This design comes from an exercise in tuning for small area on the open sky130 flow, not from production work. RTL that was checked went through simulation tests only; none was proved equivalent to the original. Power figures rest on the tool's default switching activity, not on a simulated workload.

## zinc
==> flow/design.v (excerpt) <==
module framebuffer_center_or_nn_scale_addr_top #(
    parameter int unsigned MAX_CANVAS_DIM = 1024
) (
    input  logic        clk,
    input  logic        rst_n,
    input  logic        psel,
    input  logic        penable,
    input  logic        pwrite,
    input  logic [4:0]  paddr,
    input  logic [31:0] pwdata,
    output logic [31:0] prdata,
    output logic        pready,
    input  logic        req_valid,
    output logic        req_ready,
    input  logic        buffer_select,
    output logic        rsp_valid,
    input  logic        rsp_ready,
    output logic        status,
    output logic [19:0] source_index,
    output logic [19:0] dest_index,
    output logic        frame_last,
    output logic [31:0] control_word
);
    function automatic logic [26:0] rca(input logic [25:0] a, input logic [25:0] b,
                                        input logic ci);
        logic c;
        c = ci;
        for (int i = 0; i < 26; i++)
        begin
            rca[i] = a[i] ^ b[i] ^ c;
            c = (a[i] & b[i]) | (c & (a[i] ^ b[i]));
        end
        rca[26] = c;
    endfunction
    logic        en_reg;
    logic [2:0]  mode_reg;
    logic        pal_reg;
    logic [9:0]  w;
    logic [9:0]  h;
    logic [2:0]  idx;
    logic        wr;
    logic [2:0]  mode_new;
    logic        pal_new;
  ...
Settings: LEC_CHECK=0, CAP_MARGIN=20, CORE_MARGIN=2, CORE_UTILIZATION=60, SLEW_MARGIN=20; clock period 10.0 ns.
standard.sh (not shown) runs the stock make flow with config.mk's settings and CLKGATE_MAP_FILE= SYNTH_SCRIPT=/design/flow/synth_recipe.tcl, a recipe that flattens the netlist after the stock synthesis.
==> flow/flow/run.sh <==
#!/bin/bash
# The standard layout (standard.sh), with two changes to how it is made:
#  - the port buffers use the smallest buffer cell, sky130_fd_sc_hd__buf_1;
#  - clock tree synthesis inserts no dummy loads.
# Everything else, including synthesis, is the standard flow unchanged.
set -o pipefail
export BUFFER_PORTS_ARGS="-buffer_cell sky130_fd_sc_hd__buf_1"
export CTS_ARGS="-sink_clustering_enable -repair_clock_nets -sink_clustering_size 16 -sink_clustering_max_diameter 80 -buf_list sky130_fd_sc_hd__clkbuf_8 -dont_use_dummy_load"
bash standard.sh > standard.log 2>&1
status=$?
tail -20 standard.log
exit $status
--- input diff zinc..violet ---
--- a/flow/design.v
+++ b/flow/design.v
@@ -136,49 +136,56 @@
             3'd3:    prdata = {22'b0, w};
             3'd4:    prdata = {22'b0, h};
             default: prdata = 32'b0;
         endcase
     end
     logic [9:0]  rw, rl;
     logic [18:0] fsize;
-    logic [24:0] mc, mr;     
+    logic [24:0] mc, mr;
+    logic [2:0]  eff;
+    always_ff @(posedge clk)
+        eff <= eff_old;     
+    logic        c2x, r2x;
+    assign c2x = (eff == 3'd1) || (eff == 3'd7);     
+    assign r2x = (eff != 3'd0) && (eff != 3'd2);     
     always_comb
     begin
-        case (eff_old)
+        case (eff)
             3'd0:    begin rw = 10'd320; rl = 10'd240; fsize = 19'd76800;  end
             3'd1:    begin rw = 10'd640; rl = 10'd480; fsize = 19'd307200; end
             3'd2:    begin rw = 10'd352; rl = 10'd288; fsize = 19'd101376; end
             3'd3:    begin rw = 10'd720; rl = 10'd480; fsize = 19'd345600; end
             3'd4:    begin rw = 10'd720; rl = 10'd576; fsize = 19'd414720; end
             3'd5:    begin rw = 10'd720; rl = 10'd480; fsize = 19'd345600; end
             3'd6:    begin rw = 10'd720; rl = 10'd576; fsize = 19'd414720; end
             default: begin rw = 10'd640; rl = 10'd480; fsize = 19'd307200; end
         endcase
-        case (eff_old)
+        case (eff)
             3'd0:    begin mc = 25'd13421773; mr = 25'd17895698; end
-            3'd1:    begin mc = 25'd6710887;  mr = 25'd8947849;  end
+            3'd1:    begin mc = 25'd13421773; mr = 25'd17895698; end
             3'd2:    begin mc = 25'd12201612; mr = 25'd14913081; end
-            3'd3:    begin mc = 25'd5965233;  mr = 25'd8947849;  end
-            3'd4:    begin mc = 25'd5965233;  mr = 25'd7456541;  end
-            3'd5:    begin mc = 25'd5965233;  mr = 25'd8947849;  end
-            3'd6:    begin mc = 25'd5965233;  mr = 25'd7456541;  end
-            default: begin mc = 25'd6710887;  mr = 25'd8947849;  end
+            3'd3:    begin mc = 25'd5965233;  mr = 25'd17895698; end
+            3'd4:    begin mc = 25'd5965233;  mr = 25'd14913081; end
+            3'd5:    begin mc = 25'd5965233;  mr = 25'd17895698; end
+            3'd6:    begin mc = 25'd5965233;  mr = 25'd14913081; end
+            default: begin mc = 25'd13421773; mr = 25'd17895698; end
         endcase
     end
     logic [26:0] dxs, dys;
     logic [10:0] dxw, dyw;
     logic        fits, reject;
     logic [9:0]  ncol, nrow;
     logic [9:0]  dx_eff;
     logic [8:0]  xo_eff, yo_eff;
     assign dxs    = rca({16'b0, rw}, {16'b0, ~w}, 1'b1);
     assign dys    = rca({16'b0, rl}, {16'b0, ~h}, 1'b1);
     assign dxw    = {!dxs[10], dxs[9:0]};
     assign dyw    = {!dys[10], dys[9:0]};
-    assign fits   = !dxw[10] && !dyw[10];
+    always_ff @(posedge clk)
+        fits <= !dxw[10] && !dyw[10];
     assign reject = !en_reg || (w[9:1] == 9'd0) || (h[9:1] == 9'd0);
     assign ncol   = fits ? w : rw;
     assign nrow   = fits ? h : rl;
     assign dx_eff = fits ? dxw[9:0] : 10'd0;
     assign xo_eff = fits ? dxw[9:1] : 9'd0;
     assign yo_eff = fits ? dyw[9:1] : 9'd0;
     localparam logic [3:0] S_IDLE = 4'd0;    
@@ -239,31 +246,33 @@
     assign row_zero = (row[9:1] == 9'd0) && !row[0];
     assign row_end  = (row[9:1] == 9'd0) && row[0];
     assign is_last  = col_end && row_end;
     logic        k25, k_gc_end, k_gr_end, k_fc_end;
     logic [2:0]  rl_target;
     logic        rl_hit;
     assign k25      = (k == 6'd25);
-    assign k_gc_end = (k == 6'd34);              
-    assign k_gr_end = (k == 6'd35);              
+    assign k_gc_end = (k == {5'd17, c2x});       
+    assign k_gr_end = r2x ? (k == 6'd36) : (k == 6'd35);    
     assign k_fc_end = (k == 6'd29);
     assign rl_target = (st == S_RL0) ? {1'b0, rstep[18:17]} : rstep[18:16];
     assign rl_hit    = (k[2:0] == rl_target);
     logic        c_a, c_b, c_c, c_s;
     logic        r_a, r_b1, r_c, r_s;
     assign c_a = cacc[0];
     assign c_b = (k < 6'd18) && cstep[0];
     assign c_c = (k != 6'd0) && cy;
     assign c_s = c_a ^ c_b ^ c_c;
     assign r_a = rfrac[0];
     assign r_b1 = rstep[0];
     assign r_c = (k != 6'd0) && cy;
     assign r_s = r_a ^ r_b1 ^ r_c;
     logic        gbit;
-    assign gbit = fits ? (k == 6'd33) : r_sum[0];
+    logic        g2x;
+    assign g2x  = (st == S_GC) ? c2x : r2x;
+    assign gbit = fits ? (g2x ? (k == 6'd34) : (k == 6'd33)) : r_sum[0];
     logic        skip_done;
     logic [10:0] dst_b;
     logic        dst_cin;
     logic [19:0] dst_sum;
     logic [26:0] dst_full;
     assign skip_done = row_zero;
     always_comb
@@ -407,16 +416,14 @@
                         rbase <= 20'd0;
                         dst   <= 20'd0;
                     end
                     else if (!in_frame)
                     begin
                         lat   <= buffer_select;
                         rbase <= 20'd0;
-                        row   <= {2'b0, yo_eff[8:1]};
-                        dst   <= {1'b0, buffer_select ? fsize : 19'd0} | {11'b0, xo_eff};
                     end
                 end
             end
             S_HOLD:
             begin
                 if (rsp_ready && in_frame)
                 begin
@@ -460,14 +467,19 @@
                 if (!rl_hit)
                     rbase <= r_sum;
                 else if (cy)
                     rbase <= r_sum;
             end
             S_GC:
             begin
+                if (k == 6'd1)
+                begin
+                    row <= {2'b0, yo_eff[8:1]};
+                    dst <= {1'b0, lat ? fsize : 19'd0} | {11'b0, xo_eff};
+                end
                 cstep <= {gbit, cstep[17:1]};
                 rbase <= k_gc_end ? 20'd0 : {1'b0, r_sum[19:1]};
             end
             S_GR:
             begin
                 rstep <= {gbit, rstep[18:1]};
                 rbase <= k_gr_end ? 20'd0 : {1'b0, r_sum[19:1]};
==> comparison <==
- Comparing the two runs side by side, violet comes out ahead of zinc on final critical delay including setup and external delays.
- Comparing zinc and violet, the lower number of buffer and inverter stages on the critical path is on zinc.
- Setup slack: violet more than zinc
- Global-route usage was higher in the run labelled zinc.
- [violet] non-clock buffer count fell 8 relative to zinc
- Summary of violet over zinc: async set-or-reset flop fraction in the synthesized netlist lost 0.28 points; post-synthesis instance total lost about 2%.
- The higher met2 usage of zinc and violet is in zinc.
- When violet is measured against zinc, its final hold slack turns out 0.024 ns lower.
No functional check of the RTL was part of violet.

========
framebuffer_center_or_nn_scale_addr_top, a different RTL version from the one above (not shown whole).
Size in the first run: roughly 980 cells after synthesis, ~210 flip-flops, about 150 I/O pins, about 0.011 sq mm of cells after synthesis.
==> flow/design.v (excerpt) <==
module framebuffer_center_or_nn_scale_addr_top #(
    parameter int unsigned MAX_CANVAS_DIM = 1024
) (
    input  logic        clk,
    input  logic        rst_n,
    input  logic        psel,
    input  logic        penable,
    input  logic        pwrite,
    input  logic [4:0]  paddr,
    input  logic [31:0] pwdata,
    output logic [31:0] prdata,
    output logic        pready,
    input  logic        req_valid,
    output logic        req_ready,
    input  logic        buffer_select,
    output logic        rsp_valid,
    input  logic        rsp_ready,
    output logic        status,
    output logic [19:0] source_index,
    output logic [19:0] dest_index,
    output logic        frame_last,
    output logic [31:0] control_word
);
export LEC_CHECK = 0
export CAP_MARGIN = 20
export CORE_MARGIN = 2
export CORE_UTILIZATION = 60
export SLEW_MARGIN = 20
create_clock -name core_clock -period 10.0 [get_ports {clk}]
Scripts as last shown in full above: flow/flow/run.sh
The starting point ran to the end with no violations.
Next try:
--- a/flow/design.v
+++ b/flow/design.v
@@ -169,42 +169,41 @@
     end
     logic [26:0] dxs, dys;
     logic [10:0] dxw, dyw;
     logic        fits, reject;
     logic [9:0]  ncol, nrow;
     logic [9:0]  dx_eff;
     logic [8:0]  xo_eff, yo_eff;
     assign dxs    = rca({16'b0, rw}, {16'b0, ~w}, 1'b1);
     assign dys    = rca({16'b0, rl}, {16'b0, ~h}, 1'b1);
     assign dxw    = {!dxs[10], dxs[9:0]};
     assign dyw    = {!dys[10], dys[9:0]};
-    always_ff @(posedge clk)
-        fits <= !dxw[10] && !dyw[10];
+    assign fits   = !dxw[10] && !dyw[10];
     assign reject = !en_reg || (w[9:1] == 9'd0) || (h[9:1] == 9'd0);
     assign ncol   = fits ? w : rw;
     assign nrow   = fits ? h : rl;
     assign dx_eff = fits ? dxw[9:0] : 10'd0;
     assign xo_eff = fits ? dxw[9:1] : 9'd0;
     assign yo_eff = fits ? dyw[9:1] : 9'd0;
-    localparam logic [3:0] S_IDLE = 4'b0000;    
-    localparam logic [3:0] S_HOLD = 4'b0001;    
-    localparam logic [3:0] S_CADV = 4'b0100;    
-    localparam logic [3:0] S_RADV = 4'b0110;    
-    localparam logic [3:0] S_RL   = 4'b1000;    
-    localparam logic [3:0] S_GC   = 4'b1100;    
-    localparam logic [3:0] S_GR   = 4'b1101;    
-    localparam logic [3:0] S_AI   = 4'b0111;    
-    localparam logic [3:0] S_RL0  = 4'b1001;    
-    localparam logic [3:0] S_SK   = 4'b1010;   
-    localparam logic [3:0] S_ODD  = 4'b1011;    
-    localparam logic [3:0] S_FC   = 4'b0010;   
+    localparam logic [3:0] S_IDLE = 4'd0;    
+    localparam logic [3:0] S_HOLD = 4'd1;    
+    localparam logic [3:0] S_CADV = 4'd2;    
+    localparam logic [3:0] S_RADV = 4'd3;    
+    localparam logic [3:0] S_RL   = 4'd4;    
+    localparam logic [3:0] S_GC   = 4'd5;    
+    localparam logic [3:0] S_GR   = 4'd6;    
+    localparam logic [3:0] S_AI   = 4'd7;    
+    localparam logic [3:0] S_RL0  = 4'd8;    
+    localparam logic [3:0] S_SK   = 4'd11;   
+    localparam logic [3:0] S_ODD  = 4'd9;    
+    localparam logic [3:0] S_FC   = 4'd10;   
     logic [3:0]  st;
     logic        in_frame;
     logic        vld;
     logic        lat;
     logic [9:0]  col, row;
     logic [5:0]  k;
     logic [17:0] cstep;
     logic [18:0] rstep;
     logic [25:0] cacc;
     logic [15:0] rfrac;
     logic        cy;         
@@ -409,22 +408,24 @@
                 if (req_valid)
                 begin
                     if (reject)
                     begin
                         rbase <= 20'd0;
                         dst   <= 20'd0;
                     end
                     else if (!in_frame)
                     begin
                         lat   <= buffer_select;
                         rbase <= 20'd0;
+                        row   <= {2'b0, yo_eff[8:1]};
+                        dst   <= {1'b0, buffer_select ? fsize : 19'd0} | {11'b0, xo_eff};
                     end
                 end
             end
             S_HOLD:
             begin
                 if (rsp_ready && in_frame)
                 begin
                     dst <= dst_sum;
                     if (col_end)
                     begin
                         col <= ncol;
@@ -460,27 +461,22 @@
                     rstep <= {rstep[0], rstep[18:1]};
             end
             S_RL:
             begin
                 if (!rl_hit)
                     rbase <= r_sum;
                 else if (cy)
                     rbase <= r_sum;
             end
             S_GC:
             begin
-                if (k == 6'd0)
-                begin
-                    row <= {2'b0, yo_eff[8:1]};
-                    dst <= {1'b0, lat ? fsize : 19'd0} | {11'b0, xo_eff};
-                end
                 cstep <= {gbit, cstep[17:1]};
                 rbase <= k_gc_end ? 20'd0 : {1'b0, r_sum[19:1]};
             end
             S_GR:
             begin
                 rstep <= {gbit, rstep[18:1]};
                 rbase <= k_gr_end ? 20'd0 : {1'b0, r_sum[19:1]};
             end
             S_RL0:
             begin
                 if (!rl_hit)
The new run completed without violations.
Cell count goes up by about 3.5%.
Combinational power decreases by 60%.
Count of clock-buffer cells in the layout is unchanged.
Synthesized area grows by 1.5%.
Fmax climbs by about 1.3%.
Hold slack degrades by 0.0046 ns.
Utilization went up by 1.1 points.
Worst setup slack gets better by 0.12 ns.
Cell area rises by about 2.4%.
Routed wire length increases by 0.43%.
Total power decreases by about 35%.
Synthesized cell count climbs by about 3%.

-- port drivers added, routing unchanged --
The results above use ideal ports. As a check the final layouts listed here were re-extracted and re-timed, cells and wires unchanged.
Step 1, drivers: a clkbuf_16 drives clk and a buf_2 each remaining input, both assumed.
Step 2 moves the port delays by t, midway between the first and last clock arrival at a register: inputs arrive t later, outputs are due t later. That takes back most of the time a late clock gives input paths.
Slacks: no drivers / after step 1 / after step 2; pairs: no drivers / after step 1.
| run | t (ns) | setup WS [ns] | worst setup path after step 2 | slew at the worst register clock pin (ns) | pins driven straight from the clock port |
|---|---|---|---|---|---|
| zinc | 0.541 | 0.375 / 0.335 / 0.516 | register to register | 0.12 / 0.12 | 1 |
| violet | 0.550 | 0.524 / 0.481 / 1.031 | register to output | 0.11 / 0.11 | 1 |
| the first run of note 2 | 0.552 | 0.325 / 0.284 / 0.836 | register to output | 0.11 / 0.11 | 1 |
| the second run of note 2 | 0.551 | 0.445 / 0.401 / 0.507 | register to register | 0.11 / 0.11 | 1 |
After both steps every run listed still meets setup and hold.
